Background: an optimization exercise with open tools, aiming at a short achievable clock period and few clock cycles. Do not read the settings as production practice. The RTL was checked by simulation tests, not by an equivalence proof against the original design.

==> inputs of fjord <==
// risc8_core
module risc8_core (
	input logic clk,
	input logic reset,
	output logic [16-1:0] pc,
	input logic [15:0] cdata,
	output logic [16-1:0] data_addr,
	output logic data_wen,
	output logic data_ren,
	input logic [8-1:0] data_read,
	output logic [8-1:0] data_write
);
	localparam int NB = 4;
	logic [15:0] fpc, fpc1;
	logic c_valid, c_pred;
	logic [NB-1:0] c_hv;
	logic [15:0] c_pc1, c_pc2;
	logic d_valid, d_pred, d_addrw;
	logic [NB-1:0] d_hv;
	logic [15:0] d_pc1, d_pc2;
	logic [15:0] ir;
	logic e_valid, e_pred;
	logic e_res, e_flw;
	logic [NB-1:0] e_hv;
	logic [15:0] e_pc1, e_pc2, e_target, e_target1;
	logic e_isbr, e_isjmp, e_skipcls, e_brset, e_back;
	logic [2:0] e_brbit;
	logic [1:0] e_k;
	logic [7:0] e_a, e_b;
	logic e_we;
	logic [4:0] e_rd;
	logic e_arith, e_sub, e_usec, e_zkeep;
	logic e_and, e_or, e_eor, e_movb, e_swap, e_shift;
	logic [1:0] e_sht;  
	logic e_fl_arith, e_fl_logic, e_fl_shift;
	logic ld1, ld2;
	logic [4:0] ld1_rd, ld2_rd;
	logic [7:0] regs [32];
	logic [7:0] sreg;
	logic [NB-1:0] bv;
	logic [15:0] btag1 [NB];
	logic [15:0] btgt [NB];
	logic [15:0] btgt1 [NB];
	logic [1:0] brr;
	logic [3:0] bcnt [NB];
	logic [NB-1:0] bloop;
	logic [NB-1:0] btk;
	logic [3:0] trip;
	logic trip_v;
	logic rst_q;
	assign pc = fpc;
	logic [7:0] bx;
	logic cin, ci;
	logic [8:0] s9;
	logic [4:0] n5;
	logic [7:0] e_result;
  ...
export LEC_CHECK = 0
export ABC_CLOCK_PERIOD_IN_PS = 3000
export CAP_MARGIN = 20
export CORE_MARGIN = 2
export CORE_UTILIZATION = 40
export SLEW_MARGIN = 20
create_clock -name core_clock -period 10.0 [get_ports {clk}]
standard.sh (not shown) runs the stock make flow with config.mk's settings and CLKGATE_MAP_FILE= SYNTH_SCRIPT=/design/flow/synth_recipe.tcl, a recipe that flattens the netlist after the stock synthesis.
==> flow/flow/run.sh <==
#!/bin/bash
set -euo pipefail
bash standard.sh SETUP_SLACK_MARGIN=7 finish > standard_flow.log 2>&1
==> willow: changes against fjord <==
--- a/flow/design.v
+++ b/flow/design.v
@@ -15,17 +15,16 @@
 	logic c_valid, c_pred;
 	logic [NB-1:0] c_hv;
 	logic [15:0] c_pc1, c_pc2;
 	logic d_valid, d_pred, d_addrw;
 	logic [NB-1:0] d_hv;
 	logic [15:0] d_pc1, d_pc2;
 	logic [15:0] ir;
 	logic e_valid, e_pred;
-	logic e_res, e_flw;
 	logic [NB-1:0] e_hv;
 	logic [15:0] e_pc1, e_pc2, e_target, e_target1;
 	logic e_isbr, e_isjmp, e_skipcls, e_brset, e_back;
 	logic [2:0] e_brbit;
 	logic [1:0] e_k;
 	logic [7:0] e_a, e_b;
 	logic e_we;
 	logic [4:0] e_rd;
@@ -39,17 +38,16 @@
 	logic [7:0] sreg;
 	logic [NB-1:0] bv;
 	logic [15:0] btag1 [NB];
 	logic [15:0] btgt [NB];
 	logic [15:0] btgt1 [NB];
 	logic [1:0] brr;
 	logic [3:0] bcnt [NB];
 	logic [NB-1:0] bloop;
-	logic [NB-1:0] btk;
 	logic [3:0] trip;
 	logic trip_v;
 	logic rst_q;
 	assign pc = fpc;
 	logic [7:0] bx;
 	logic cin, ci;
 	logic [8:0] s9;
 	logic [4:0] n5;
@@ -105,27 +103,25 @@
 	end
 	logic e_taken;
 	logic e_skip;
 	logic e_redirect;
 	logic [15:0] e_redirect_pc, e_redirect_pc1;
 	logic annul_d, annul_c, annul_f;
 	logic skip_ok;
 	assign e_taken = e_isjmp | (e_isbr & (sreg[e_brbit] == e_brset));
-	logic e_elig;
-	assign e_elig = ~e_skipcls | (e_res & e_k[1]);
 	always_comb begin
 		case (e_k)
 		2'd0: skip_ok = 1'b1;
 		2'd1: skip_ok = d_valid & c_valid & ~e_pred & ~d_pred;
 		default: skip_ok = d_valid & c_valid & ~e_pred & ~d_pred & ~c_pred;
 		endcase
 	end
-	assign e_skip = e_valid & ~e_res & e_isbr & e_skipcls & e_taken & ~e_pred & skip_ok;
-	assign e_redirect = e_valid & ~e_res & ~e_skip & (e_taken != e_pred);
+	assign e_skip = e_valid & e_isbr & e_skipcls & e_taken & ~e_pred & skip_ok;
+	assign e_redirect = e_valid & ~e_skip & (e_taken != e_pred);
 	assign e_redirect_pc = e_taken ? e_target : e_pc1;
 	assign e_redirect_pc1 = e_taken ? e_target1 : e_pc2;
 	assign annul_d = e_skip & (e_k != 2'd0);
 	assign annul_c = e_skip & e_k[1];
 	assign annul_f = e_skip & (e_k == 2'd3);
 	logic [3:0] hi4;
 	logic [5:0] hi6;
 	logic one;
@@ -180,95 +176,52 @@
 	assign rf_b = regs[sel_b];
 	assign fwd_ea = e_valid & e_we & (e_rd == sel_a);
 	assign fwd_eb = e_valid & e_we & (e_rd == sel_b);
 	assign fwd_la = ld2 & (ld2_rd == sel_a);
 	assign fwd_lb = ld2 & (ld2_rd == sel_b);
 	assign val_a = fwd_ea ? e_result : fwd_la ? data_read : rf_a;
 	assign val_b = fwd_eb ? e_result : fwd_lb ? data_read : rf_b;
 	logic [15:0] d_target, d_target1;
-	logic [15:0] d_tbr, d_tbr1, d_tj, d_tj1;
-	function automatic logic [15:0] add_br(input logic [15:0] p, input logic [6:0] k);
-		logic [7:0] lo;
-		logic [8:0] hi, hi_p, hi_m;
-		lo = {1'b0, p[6:0]} + {1'b0, k};
-		hi = p[15:7];
-		hi_p = p[15:7] + 9'd1;
-		hi_m = p[15:7] - 9'd1;
-		add_br = {k[6] ? (lo[7] ? hi : hi_m) : (lo[7] ? hi_p : hi), lo[6:0]};
-	endfunction
-	function automatic logic [15:0] add_j(input logic [15:0] p, input logic [11:0] k);
-		logic [12:0] lo;
-		logic [3:0] hi, hi_p, hi_m;
-		lo = {1'b0, p[11:0]} + {1'b0, k};
-		hi = p[15:12];
-		hi_p = p[15:12] + 4'd1;
-		hi_m = p[15:12] - 4'd1;
-		add_j = {k[11] ? (lo[12] ? hi : hi_m) : (lo[12] ? hi_p : hi), lo[11:0]};
-	endfunction
+	logic [15:0] c_off7, c_off12;
+	logic c_rjmp;
 	logic d_back;
+	logic d_redirect;
 	logic d_skipcls;
-	assign d_tbr = add_br(d_pc1, ir[9:3]);
-	assign d_tbr1 = add_br(d_pc2, ir[9:3]);
-	assign d_tj = add_j(d_pc1, ir[11:0]);
-	assign d_tj1 = add_j(d_pc2, ir[11:0]);
-	assign d_target = ({16{i_rjmp}} & d_tj) | ({16{~i_rjmp}} & d_tbr);
-	assign d_target1 = ({16{i_rjmp}} & d_tj1) | ({16{~i_rjmp}} & d_tbr1);
+	assign c_off12 = {{4{cdata[11]}}, cdata[11:0]};
+	assign c_off7 = {{9{cdata[9]}}, cdata[9:3]};
+	assign c_rjmp = cdata[15:12] == 4'hc;
 	assign d_back = ir[9];
 	assign d_skipcls = ~ir[9] & (ir[8:5] == 4'd0);
-	logic d_res, d_taken, d_live;
-	logic d_redirect, d_static, d_fix, d_annul_c;
-	logic [15:0] d_redirect_pc, d_redirect_pc1;
-	assign d_live = d_valid & ~e_redirect & ~annul_d;
-	assign d_res = i_br & ~(e_valid & e_flw);
-	assign d_taken = sreg[ir[2:0]] == ~ir[10];
-	assign d_static = ~d_res & ~d_pred & (d_hv == '0) & (i_rjmp | (i_br & d_back));
-	always_comb begin
-		d_fix = 1'b0;
-		d_annul_c = 1'b0;
-		if (d_res) begin
-			if (d_skipcls & ~d_pred) begin
-				if (d_taken & (ir[4:3] == 2'd1) & c_valid & ~d_pred & ~c_pred)
-					d_annul_c = 1'b1;
-				else if (d_taken & (ir[4:3] != 2'd0))
-					d_fix = 1'b1;
-				else
-					d_fix = d_pred;
-			end else
-				d_fix = d_taken != d_pred;
-		end
-	end
-	assign d_redirect = d_live & (d_static | d_fix);
-	assign d_redirect_pc = (d_res & ~d_taken) ? d_pc1 : d_target;
-	assign d_redirect_pc1 = (d_res & ~d_taken) ? d_pc2 : d_target1;
+	assign d_redirect = d_valid & ~d_pred & (d_hv == '0) & (i_rjmp | (i_br & d_back)) & ~e_redirect & ~annul_d;
 	logic [NB-1:0] hv, hvt;
 	logic btb_hit;
 	logic [15:0] btb_target, btb_target1;
 	always_comb begin
 		btb_target = 16'h0000;
 		btb_target1 = 16'h0000;
 		for (int i = 0; i < NB; i++) begin
 			hv[i] = bv[i] & (btag1[i] == fpc1);
-			hvt[i] = hv[i] & (bloop[i] ? ~(trip_v & (bcnt[i] == trip)) : btk[i]);
+			hvt[i] = hv[i] & ~(bloop[i] & trip_v & (bcnt[i] == trip));
 			btb_target = btb_target | (hvt[i] ? btgt[i] : 16'h0000);
 			btb_target1 = btb_target1 | (hvt[i] ? btgt1[i] : 16'h0000);
 		end
 		btb_hit = |hvt;
 	end
 	logic [15:0] fpc_next, fpc1_next, fpc2;
 	logic f_pred;
 	assign fpc2 = fpc1 + 16'd1;
 	always_comb begin
 		f_pred = 1'b0;
 		if (e_redirect) begin
 			fpc_next = e_redirect_pc;
 			fpc1_next = e_redirect_pc1;
 		end else if (d_redirect) begin
-			fpc_next = d_redirect_pc;
-			fpc1_next = d_redirect_pc1;
+			fpc_next = d_target;
+			fpc1_next = d_target1;
 		end else if (btb_hit & ~annul_f) begin
 			fpc_next = btb_target;
 			fpc1_next = btb_target1;
 			f_pred = 1'b1;
 		end else begin
 			fpc_next = fpc1;
 			fpc1_next = fpc2;
 		end
@@ -281,48 +234,47 @@
 			fpc1 <= 16'h0000 + 16'd1;
 			c_valid <= 1'b0;
 			c_pred <= 1'b0;
 			d_valid <= 1'b0;
 			d_pred <= 1'b0;
 			d_addrw <= 1'b0;
 			e_valid <= 1'b0;
 			e_pred <= 1'b0;
-			e_res <= 1'b0;
 			ld1 <= 1'b0;
 			ld2 <= 1'b0;
 			data_wen <= 1'b0;
 			data_ren <= 1'b0;
 			bv <= '0;
 			brr <= 2'd0;
 			trip_v <= 1'b0;
 		end else begin
 			fpc <= fpc_next;
 			fpc1 <= fpc1_next;
 			c_valid <= ~e_redirect & ~d_redirect & ~annul_f;
 			c_pred <= f_pred;
 			c_hv <= hv;
 			ir <= cdata;
-			d_valid <= c_valid & ~e_redirect & ~d_redirect & ~annul_c & ~(d_live & d_annul_c);
+			d_valid <= c_valid & ~e_redirect & ~d_redirect & ~annul_c;
 			d_pred <= c_pred;
 			d_hv <= c_hv;
 			d_addrw <= c_addrw;
 			data_ren <= c_addrw & i_lds;
 			data_wen <= c_addrw & i_sts;
 			e_valid <= d_valid & ~e_redirect & ~annul_d;
 			e_pred <= d_pred | d_redirect;
-			e_res <= d_res;
 			e_hv <= d_hv;
 			ld1 <= c_addrw & i_lds;
 			ld2 <= ld1;
-			if (e_valid & (e_isbr | e_isjmp)) begin
-				if (e_taken & (e_hv == '0) & e_elig) begin
+			if (e_valid & (e_isbr | e_isjmp) & ~e_skipcls) begin
+				if (e_taken & (e_hv == '0)) begin
 					bv[brr] <= 1'b1;
 					brr <= brr + 2'd1;
 				end else if (~e_taken) begin
+					bv <= bv & ~(e_hv & ~bloop);
 					if ((e_hv & bloop) != '0) begin
 						trip <= e_hcnt;
 						trip_v <= (e_hcnt != 4'd15);
 					end
 				end
 			end
 		end
 	end
@@ -330,16 +282,18 @@
 		data_addr <= cdata;
 		data_write <= val_a;
 		ld1_rd <= ir[8:4];
 		ld2_rd <= ld1_rd;
 		c_pc1 <= fpc1;
 		c_pc2 <= fpc2;
 		d_pc1 <= c_pc1;
 		d_pc2 <= c_pc2;
+		d_target <= c_rjmp ? c_pc1 + c_off12 : c_pc1 + c_off7;
+		d_target1 <= c_rjmp ? c_pc2 + c_off12 : c_pc2 + c_off7;
 		e_pc1 <= d_pc1;
 		e_pc2 <= d_pc2;
 		e_target <= d_target;
 		e_target1 <= d_target1;
 		e_isbr <= i_br;
 		e_isjmp <= i_rjmp;
 		e_back <= d_back;
 		e_skipcls <= i_br & d_skipcls;
@@ -365,47 +319,41 @@
 		e_movb <= i_mov | i_ldi;
 		e_swap <= i_swap;
 		e_shift <= i_asr | i_lsr | i_ror;
 		e_sht <= i_asr ? 2'd0 : i_lsr ? 2'd1 : 2'd2;
 		e_fl_arith <= i_cpc | i_sbc | i_add | i_cp | i_sub | i_adc | i_cpi | i_sbci | i_subi
 			| i_neg | i_inc | i_dec;
 		e_fl_logic <= i_and | i_eor | i_or | i_ori | i_andi | i_com;
 		e_fl_shift <= i_asr | i_lsr | i_ror;
-		e_flw <= i_cpc | i_sbc | i_add | i_cp | i_sub | i_adc | i_cpi | i_sbci | i_subi
-			| i_neg | i_inc | i_dec | i_and | i_eor | i_or | i_ori | i_andi | i_com
-			| i_asr | i_lsr | i_ror;
 	end
 	always_ff @(posedge clk) begin
 		if (rst_q)
 			sreg <= 8'h00;
 		else if (e_valid)
 			sreg <= e_sreg;
 	end
 	logic [3:0] e_hcnt;
 	always_comb begin
 		e_hcnt = 4'd0;
 		for (int i = 0; i < NB; i++)
 			e_hcnt = e_hcnt | (e_hv[i] ? bcnt[i] : 4'd0);
 	end
 	always_ff @(posedge clk) begin
-		if (e_valid & (e_isbr | e_isjmp)) begin
-			if (e_taken & (e_hv == '0) & e_elig) begin
-				btk[brr] <= 1'b1;
+		if (e_valid & (e_isbr | e_isjmp) & ~e_skipcls) begin
+			if (e_taken & (e_hv == '0)) begin
 				btag1[brr] <= e_pc1;
 				btgt[brr] <= e_target;
 				btgt1[brr] <= e_target1;
 				bcnt[brr] <= 4'd1;
 				bloop[brr] <= e_isbr & e_back;
 			end else begin
 				for (int i = 0; i < NB; i++)
-					if (e_hv[i]) begin
+					if (e_hv[i])
 						bcnt[i] <= ~e_taken ? 4'd0 : (bcnt[i] == 4'd15) ? 4'd15 : bcnt[i] + 4'd1;
-						btk[i] <= e_taken;
-					end
 			end
 		end
 	end
 	always_ff @(posedge clk)
 		rst_q <= reset;
 	always_ff @(posedge clk) begin
 		if (rst_q) begin
 			for (int i = 0; i < 32; i++)
==> comparison table <==
Synth cell types: willow 82; fjord 92
Critical Path Source: willow cdata[15]; fjord data_ren
Crit Reg-Reg Endpoint: willow e_b[4]; fjord fpc1[4]
Count of standard-cell rows: willow 109; fjord 111
Area share of fa/ha/maj cells after synthesis: willow 2.439%; fjord 2.985%
Nonclk inv count: willow 60; fjord 72
Result of the run: willow complete, no violations; fjord complete, no violations
Cell area after placement: willow 37500 um^2; fjord 39140 um^2
Overall global routing resource usage: willow 23.20%; fjord 24.21%
Met3 routing resource usage after global routing: willow 4.115%; fjord 3.734%
Arrival time worst endpoint: willow 4670 ps; fjord 1170 ps
Number of buffers and inverters on the critical path: willow 4; fjord 1
Worst Slack Setup Final: willow 5907 ps; fjord 6835 ps
Testbench counts of fjord, summed over its fixed seeds: cycles 22,274.
Testbench counts of willow, summed over its fixed seeds: cycles 22,996.

-- afterwards: timing with drivers on the ports --
The results above use ideal ports. As a check the final layouts listed here were re-extracted and re-timed, cells and wires unchanged.
Step 1 sets driving cells, clkbuf_16 on the clock port and buf_2 on the other inputs (assumed; they add their load-dependent delay and slew).
Step 2 adds t to the input delays and takes it off the output delays; t is the mean of the earliest and latest rising clock arrival at the registers after step 1. Input paths then give back, and output paths get back, about the clock's delay inside the block.
a / b / c = ideal / step 1 / step 2; a / b = the first two.
run	shift t [ns]	slack for setup (ns)	worst hold slack (ns)	slew at the worst register clock pin (ns)
fjord	0.721	6.835 / 6.761 / 6.352	0.324 / 0.324 / 0.324	0.07 / 0.07
willow	0.727	5.907 / 5.910 / 5.183	0.314 / 0.314 / 0.314	0.07 / 0.07
After both steps every run listed still meets setup and hold. The setup slack of willow, which loses most, moves by +0.003 ns with the drivers and by -0.724 ns with both steps.
